Context: an optimization exercise on an open-source flow, tuned for small area, a short achievable clock period and few clock cycles per item. The choices shown serve that exercise and are no tape-out recipe. At most, simulation tests tie the RTL to the original design; equivalence was not proved.

== job 2500 ==
## mdct_resonator_bank
module mdct_resonator_bank #(
    parameter int DW   = 32,
    parameter int CW   = 16,
    parameter int FRAC = 14,
    parameter int NCH  = 4,
    parameter int SAT  = 1,
    parameter int LW   = 16,
    localparam int CHW = (NCH > 1) ? $clog2(NCH) : 1
) (
    input  logic              clk_in,
    input  logic              rst_sys,
    input  logic              start,
    input  logic              abort,
    input  logic [LW-1:0]     frame_len,
    input  logic [NCH*CW-1:0] coef,
    input  logic [DW-1:0]     init_s1,
    input  logic [DW-1:0]     init_s2,
    input  logic              s_valid,
    output logic              s_ready,
    input  logic [DW-1:0]     s_data,
    output logic              m_valid,
    input  logic              m_ready,
    output logic [DW-1:0]     m_data,
    output logic [CHW-1:0]    m_chan,
    output logic              m_last,
    output logic              busy,
    output logic              done
);
Size: ~4000 cells after synthesis, about 220 I/O pins, ~44000 sq um of cells after synthesis.
export LEC_CHECK = 0
export CAP_MARGIN = 20
export CORE_MARGIN = 2
export CORE_UTILIZATION = 70
export CTS_BUF_LIST = sky130_fd_sc_hd__clkbuf_8 sky130_fd_sc_hd__clkbuf_16
export CTS_CLUSTER_DIAMETER = 80
export CTS_CLUSTER_SIZE = 20
export SLEW_MARGIN = 20
export TNS_END_PERCENT = 50
create_clock -name core_clock -period 13.0 [get_ports {clk_in}]
standard.sh (not shown) runs the stock make flow with config.mk's settings and CLKGATE_MAP_FILE= SYNTH_SCRIPT=/design/flow/synth_recipe.tcl, a recipe that flattens the netlist after the stock synthesis.
==> flow/flow/run.sh <==
#!/bin/bash
# Own layout flow: the standard flow (standard.sh) with two changes.
# 1. After the standard synthesis (unchanged), fapol.py removes the inverters
#    that adder extraction left between full-adder cells, by choosing which
#    full adders compute on complemented signals (a full adder is self-dual).
#    Registers and ports are untouched; the logic function is the same.
# 2. repair_timing is asked for a larger setup margin, so that the layout is
#    timed tighter than the 13 ns constraint demands, and the ports get plain
#    buffers. The SDC is not changed.
set -euo pipefail
source flow/params.sh
R=$PWD/orfs/results/sky130hd/mdct_resonator_bank/base
bash standard.sh synth > synth.log 2>&1
cp $R/1_2_yosys.v $R/1_2_yosys.std.v
python3 flow/fapol.py $R/1_2_yosys.std.v $R/1_2_yosys.fapol.v > fapol.log 2>&1
cp $R/1_2_yosys.fapol.v $R/1_2_yosys.v
rm -f $R/1_synth.odb $R/1_synth.sdc
bash standard.sh SETUP_SLACK_MARGIN=$MARGIN "BUFFER_PORTS_ARGS=-buffer_cell $PORTBUF" finish > standard.log 2>&1
Other scripts of this flow, unchanged in this note and not shown: flow/flow/fapol.py, flow/flow/params.sh
Testbench counts of job 2500, summed over its fixed seeds: cycles 9,680, samples 4,452.
Input-level comparison between job 8238 and job 2500:
Settings: CORE_UTILIZATION: 70 -> 75; TNS_END_PERCENT: 50 -> unset.
### Flow results
- Total of clock buffers placed in the layout was higher in job 8238 than in job 2500.
- NOTE: worst hold slack across all endpoints in job 8238 falls short of that of job 2500
- Job 8238 has less setup slack than job 2500.
- Delta (job 8238 minus job 2500): vias after detailed routing rose by 546; die footprint fell by 6.6%; synthesis-to-layout area growth rose by 0.52 points.
- Wire length after detailed routing delta (job 8238 -> job 2500): insignificant
- Against job 2500, job 8238 reports a global routing usage on met1 that is higher.
- Diff job 2500 -> job 8238: non-clock buffer count shows an increase of about 2.3%, global-route usage climbed 2.5 points.
Edits applied to the flow inputs when going from job 8238 to job 3540:
Settings: CTS_CLUSTER_SIZE no longer set, was 20; CTS_BUF_LIST now sky130_fd_sc_hd__clkbuf_4 sky130_fd_sc_hd__clkbuf_8, was sky130_fd_sc_hd__clkbuf_8 sky130_fd_sc_hd__clkbuf_16; CTS_CLUSTER_DIAMETER no longer set, was 80; CORE_UTILIZATION now 70, was 75.
### Flow results
Row final hold slack: job 3540 lower / job 8238 higher. Compared with job 8238, job 3540 shows sum of routed wire length over all layers higher by 1.1%.


Starting RTL as in the previous note.
## mdct_resonator_bank
module mdct_resonator_bank #(
    parameter int DW   = 32,
    parameter int CW   = 16,
    parameter int FRAC = 14,
    parameter int NCH  = 4,
    parameter int SAT  = 1,
    parameter int LW   = 16,
    localparam int CHW = (NCH > 1) ? $clog2(NCH) : 1
) (
    input  logic              clk_in,
    input  logic              rst_sys,
    input  logic              start,
    input  logic              abort,
    input  logic [LW-1:0]     frame_len,
    input  logic [NCH*CW-1:0] coef,
    input  logic [DW-1:0]     init_s1,
    input  logic [DW-1:0]     init_s2,
    input  logic              s_valid,
    output logic              s_ready,
    input  logic [DW-1:0]     s_data,
    output logic              m_valid,
    input  logic              m_ready,
    output logic [DW-1:0]     m_data,
    output logic [CHW-1:0]    m_chan,
    output logic              m_last,
    output logic              busy,
    output logic              done
);
export LEC_CHECK = 0
export CAP_MARGIN = 20
export CORE_MARGIN = 2
export CORE_UTILIZATION = 70
export CTS_BUF_LIST = sky130_fd_sc_hd__clkbuf_8 sky130_fd_sc_hd__clkbuf_16
export CTS_CLUSTER_DIAMETER = 80
export CTS_CLUSTER_SIZE = 20
export SLEW_MARGIN = 20
create_clock -name core_clock -period 13.0 [get_ports {clk_in}]
==> flow/flow/params.sh <==
MARGIN=9.1
PORTBUF=sky130_fd_sc_hd__buf_1
Scripts as last shown in full above: flow/flow/run.sh
Other scripts of this flow, unchanged in this note and not shown: flow/flow/fapol.py
Testbench counts at the start, summed over its fixed seeds: cycles 9,680, samples 4,452.
==> next run, changes <==
==> flow/flow/params.sh (replaced) <==
MARGIN=9.15
PORTBUF=sky130_fd_sc_hd__buf_1
Settings changed: CORE_UTILIZATION 70 to 65.
First-iteration DRC count falls by roughly a tenth.
Setup slack loses 0.0082 ns.
Final cell count went up slightly.
Count of clock-buffer cells in the layout decreases by 3.
Register-to-register slack gets better by 0.02 ns.
Sequential share of layout area stays flat.
Global-route usage falls by 3.5 points.
==> next run, changes <==
Settings changed: CORE_UTILIZATION 65 to 70.
Outcome: The new run ran to the end with no violations. Routed wire length increases by 0.31%. Global-route usage increases by 3.4 points. Final area decreases by 0.36%. First-iteration DRC count increases by 2.8%. Hold slack improved by 0.0038 ns. Via count increases by 1.2%. Final cell count decreases by 0.70%. Die area decreases by 7.0%. Utilization increases by 5.0 points. Count of clock-buffer cells in the layout increases by 2.
==> next run, changes <==
==> flow/flow/params.sh (replaced) <==
MARGIN=9.0
PORTBUF=sky130_fd_sc_hd__buf_1
Settings changed: CTS_BUF_LIST sky130_fd_sc_hd__clkbuf_8 sky130_fd_sc_hd__clkbuf_16 to sky130_fd_sc_hd__clkbuf_4 sky130_fd_sc_hd__clkbuf_8, CTS_CLUSTER_DIAMETER 80 to default, CTS_CLUSTER_SIZE 20 to default.
=> Wire length falls by about 1.7%. Global-route usage rises by 0.14 points. Via count hardly moves. Cell count rises by 1.3%. Count of clock-buffer cells in the layout rises by 91. Sequential share of layout area is about the same. Setup slack degrades by 0.16 ns.
==> next run, changes <==
--- a/flow/flow/run.sh
+++ b/flow/flow/run.sh
@@ -18 +18 @@
-bash standard.sh SETUP_SLACK_MARGIN=$MARGIN "BUFFER_PORTS_ARGS=-buffer_cell $PORTBUF" finish > standard.log 2>&1
+bash standard.sh SETUP_SLACK_MARGIN=$MARGIN "BUFFER_PORTS_ARGS=-buffer_cell $PORTBUF" $EXTRA finish > standard.log 2>&1
==> flow/flow/params.sh (replaced) <==
MARGIN=9.15
PORTBUF=sky130_fd_sc_hd__buf_1
EXTRA="REMOVE_ABC_BUFFERS=1"
Result:
- via count is higher by about 0.7%
- sequential cell count is unchanged
- worst setup slack gets better by 0.064 ns
- synthesized area is unchanged
- fmax came out higher by about 1.6%
- non-clock buffer count grows by 46
- final area goes up by about 2.5%
- critical path depth went up by 7
- worst hold slack loses 0.014 ns
- first-iteration DRC count increases by 1.6%


Another version of the RTL of mdct_resonator_bank (not shown whole).
Size: roughly 470 flip-flops, ~45000 µm² of cells after synthesis.
clock: 13.0 ns
lec_check: 0
cap_margin: 20
core_margin: 2
core_utilization: 40
slew_margin: 20
run.sh (not shown) runs the stock make flow with config.mk's settings and CLKGATE_MAP_FILE= SYNTH_SCRIPT=/design/flow/synth_recipe.tcl, a recipe that flattens the netlist after the stock synthesis.
Stock flow here: none of the scripts above is used.
The first run ran to the end with no violations.
Testbench counts at the start, summed over its fixed seeds: cycles 9,552, samples 4,452.
Then changed:
==> flow/flow/run.sh (new file) <==
#!/bin/bash
set -euo pipefail
MARGIN=$(cat flow/margin.txt)
bash standard.sh SETUP_SLACK_MARGIN=$MARGIN finish > standard.log 2>&1
==> flow/flow/margin.txt (new file) <==
8.3
==> flow/standard.sh (new file) <==
#!/bin/bash
# synth_recipe.tcl (not shown) runs the flow's synth.tcl, then flattens the netlist and writes it again
# the make line also repeats each setting of config.mk as NAME=value (left out here)
make -C /OpenROAD-flow-scripts/flow DESIGN_CONFIG=/design/flow/config.mk WORK_HOME=/design/flow/orfs CLKGATE_MAP_FILE= SYNTH_SCRIPT=/design/flow/synth_recipe.tcl "${@:-finish}"
--- a/flow/config.mk
+++ b/flow/config.mk
@@ -7,2 +7,3 @@
 export LEC_CHECK = 0
+export ABC_CLOCK_PERIOD_IN_PS = 4000
 export CAP_MARGIN = 20
removed: flow/run.sh
Effect:
- final area grows by 0.49%
- final cell count hardly moves
- core utilization grows by 0.22 points
- hold slack hardly moves
- setup slack improves by 0.78 ns
- clock skew hardly moves
- wire length grows by 0.99%


rev 12:
RTL: one of the versions met above, not the one the previous note started from.
Size: ~4000 cells after synthesis, ~220 I/O pins, roughly 44000 um2 of cells after synthesis.
clock: 13.0 ns
lec_check: 0
cap_margin: 20
core_margin: 2
core_utilization: 70
cts_buf_list: sky130_fd_sc_hd__clkbuf_8 sky130_fd_sc_hd__clkbuf_16
cts_cluster_diameter: 80
cts_cluster_size: 20
slew_margin: 20
tns_end_percent: 50
standard.sh (not shown) runs the stock make flow with config.mk's settings and CLKGATE_MAP_FILE= SYNTH_SCRIPT=/design/flow/synth_recipe.tcl, a recipe that flattens the netlist after the stock synthesis.
==> flow/flow/run.sh <==
#!/bin/bash
# Own layout flow: the standard flow (standard.sh) with two changes.
# 1. After the standard synthesis (unchanged), fapol.py removes the inverters
#    that adder extraction left between full-adder cells, by choosing which
#    full adders compute on complemented signals (a full adder is self-dual).
#    Registers and ports are untouched; the logic function is the same.
# 2. repair_timing is asked for a larger setup margin, so that the layout is
#    timed tighter than the 13 ns constraint demands, and the ports get plain
#    buffers. The SDC is not changed.
set -euo pipefail
source flow/params.sh
R=$PWD/orfs/results/sky130hd/mdct_resonator_bank/base
bash standard.sh synth > synth.log 2>&1
cp $R/1_2_yosys.v $R/1_2_yosys.std.v
python3 flow/fapol.py $R/1_2_yosys.std.v $R/1_2_yosys.fapol.v > fapol.log 2>&1
cp $R/1_2_yosys.fapol.v $R/1_2_yosys.v
rm -f $R/1_synth.odb $R/1_synth.sdc
bash standard.sh SETUP_SLACK_MARGIN=$MARGIN "BUFFER_PORTS_ARGS=-buffer_cell $PORTBUF" finish > standard.log 2>&1
==> flow/flow/params.sh <==
MARGIN=9.3
PORTBUF=sky130_fd_sc_hd__buf_1
Other scripts of this flow, unchanged in this note and not shown: flow/flow/fapol.py
Rev 12: PASS, flow complete, no timing, DRC or antenna violations
Testbench counts of rev 12, summed over its fixed seeds: cycles 9,680, samples 4,452.
The following lists how rev 13 was set up differently from rev 12:
Settings: TNS_END_PERCENT no longer set, was 50.
==> flow/flow/params.sh <==
MARGIN=9.25
PORTBUF=sky130_fd_sc_hd__buf_1
Notes after the runs:
On rev 13: final worst setup slack is 47 ps higher than what rev 12 gave. The count of instances resized after the clock tree is built of rev 13 exceeds that of rev 12 by 38%. ~same net count reported at finish in rev 12 and rev 13. Rev 12 and rev 13 ended up with nearly the same routed wire length. In the reports for rev 12 and rev 13, the smaller post-route clock period utilization belongs to rev 13. Peak per-stage delay on the critical path sits higher in rev 13 than in rev 12. Compared with rev 12, in rev 13 critical path depth lower, CTS H-tree depth shows a reduction of 1.


mdct_resonator_bank, a different RTL version from the one above (not shown whole).
Size: roughly 4,000 cells after synthesis, about 220 I/O pins, roughly 44,000 µm² of cells after synthesis.
clock: 13.0 ns
lec_check: 0
cap_margin: 20
core_margin: 2
core_utilization: 70
cts_buf_list: sky130_fd_sc_hd__clkbuf_4 sky130_fd_sc_hd__clkbuf_8
slew_margin: 20
==> flow/flow/params.sh <==
MARGIN=8.6
PORTBUF=sky130_fd_sc_hd__buf_1
Scripts as last shown in full above: flow/flow/run.sh
Other scripts of this flow, unchanged in this note and not shown: flow/flow/fapol.py
The starting point produced a clean layout.
Change:
==> flow/flow/params.sh (replaced) <==
MARGIN=9.0
PORTBUF=sky130_fd_sc_hd__buf_1
What happened: Final cell count grows by 2.5%. Area after synthesis does not change. Non-clock buffer count goes up by 121.
Change:
==> flow/flow/params.sh (replaced) <==
MARGIN=9.3
PORTBUF=sky130_fd_sc_hd__buf_1
Result:
- The changed run passed the timing, DRC and antenna checks
- non-clock buffer count went up by 50
- maximum frequency went down by 0.47%
- routed wire length went up by 5.0%
- cell area went up by 3.2%
- via count went up by 2.4%
- count of clock-buffer cells in the layout went down by 6
- register-to-register slack gains 0.10 ns
- global-route usage went up by 1.9 points
No functional check of the RTL was part of any run of this note.


## before
mdct_resonator_bank, a different RTL version from the one above (not shown whole).
Size: ~4400 cells after synthesis, ~220 I/O pins, roughly 46000 sq um of cells after synthesis.
export LEC_CHECK = 0
export CAP_MARGIN = 20
export CORE_MARGIN = 2
export CORE_UTILIZATION = 70
export CTS_BUF_LIST = sky130_fd_sc_hd__clkbuf_8 sky130_fd_sc_hd__clkbuf_16
export CTS_CLUSTER_DIAMETER = 80
export CTS_CLUSTER_SIZE = 20
export SLEW_MARGIN = 20
create_clock -name core_clock -period 13.0 [get_ports {clk_in}]
==> flow/flow/params.sh <==
MARGIN=9.25
PORTBUF=sky130_fd_sc_hd__buf_1
Scripts as last shown in full above: flow/flow/run.sh
Other scripts of this flow, unchanged in this note and not shown: flow/flow/fapol.py
before finished end to end and its layout was clean on timing, DRC and antenna.
Relative to before, the following input files were edited for after:
==> flow/flow/params.sh <==
MARGIN=9.15
PORTBUF=sky130_fd_sc_hd__buf_1
==> comparison <==
Compared with before, in after fraction of area in clock buffers and inverters about even; final cycle utilization of the critical path went up; number of gates given a new drive strength after cts went down about 50%. Relative to before, after degrades vias after detailed routing. Final critical-path setup slack was lower in after than in before. The run showing the smaller routability-driven placement congestion ratio is before.
No run of this note included a check of the RTL's function; only the layout flow was run.

-- separate check: timing with driven ports --
No port has a modelled driver above. Below, the same layouts with a new extraction and two added sets of constraints.
Step 1 assumes that a clkbuf_16 drives the clock port and a buf_2 every other input.
Step 2 times the ports against the registers' clock, not the clock port: input delays grow and output delays shrink by t, the midpoint of the rising clock arrivals with the driver on.
Three values: ideal, step 1, step 2; two values: the first two.
run | t (ns) | setup slack, ns | latest minus earliest clock arrival (ns) | slew at the worst register clock pin (ns) | cell pins on the clock port's net
job 2500 | 0.643 | 9.014 / 9.026 / 8.383 | 0.054 / 0.054 | 0.09 / 0.09 | 1
job 8238 | 0.649 | 8.988 / 8.999 / 8.349 | 0.040 / 0.039 | 0.09 / 0.09 | 1
job 3540 | 0.770 | 9.107 / 9.066 / 8.370 | 0.069 / 0.070 | 0.07 / 0.07 | 1
the first run of note 2 | 0.645 | 9.009 / 9.008 / 8.364 | 0.039 / 0.039 | 0.09 / 0.09 | 1
the second run of note 2 | 0.651 | 9.001 / 9.008 / 8.357 | 0.042 / 0.043 | 0.09 / 0.09 | 1
the third run of note 2 | 0.640 | 9.071 / 9.092 / 8.452 | 0.028 / 0.028 | 0.09 / 0.09 | 1
the fourth run of note 2 | 0.765 | 8.908 / 8.954 / 8.189 | 0.067 / 0.068 | 0.08 / 0.08 | 1
the fifth run of note 2 | 0.770 | 8.972 / 8.985 / 8.216 | 0.069 / 0.069 | 0.07 / 0.07 | 1
the first run of note 3 | 0.724 | 7.687 / 7.687 / 7.687 | 0.042 / 0.041 | 0.06 / 0.06 | 1
the second run of note 3 | 0.728 | 8.463 / 8.392 / 7.803 | 0.045 / 0.045 | 0.07 / 0.07 | 1
rev 12 | 0.655 | 8.988 / 9.011 / 8.356 | 0.053 / 0.053 | 0.09 / 0.09 | 1
rev 13 | 0.698 | 9.035 / 9.043 / 8.345 | 0.038 / 0.037 | 0.09 / 0.09 | 1
the first run of note 5 | 0.767 | 8.718 / 8.718 / 8.038 | 0.047 / 0.048 | 0.09 / 0.09 | 1
the second run of note 5 | 0.768 | 9.031 / 8.965 / 8.344 | 0.036 / 0.036 | 0.07 / 0.07 | 1
the third run of note 5 | 0.776 | 9.012 / 9.027 / 8.251 | 0.064 / 0.063 | 0.09 / 0.09 | 1
before | 0.658 | 9.204 / 9.172 / 8.687 | 0.032 / 0.032 | 0.09 / 0.09 | 1
after | 0.662 | 9.130 / 9.059 / 8.651 | 0.024 / 0.024 | 0.09 / 0.09 | 1
After both steps every run listed still meets setup and hold. For the third run of note 5, which loses most, drivers alone change the setup slack by +0.015 ns; drivers and shift together by -0.761 ns.
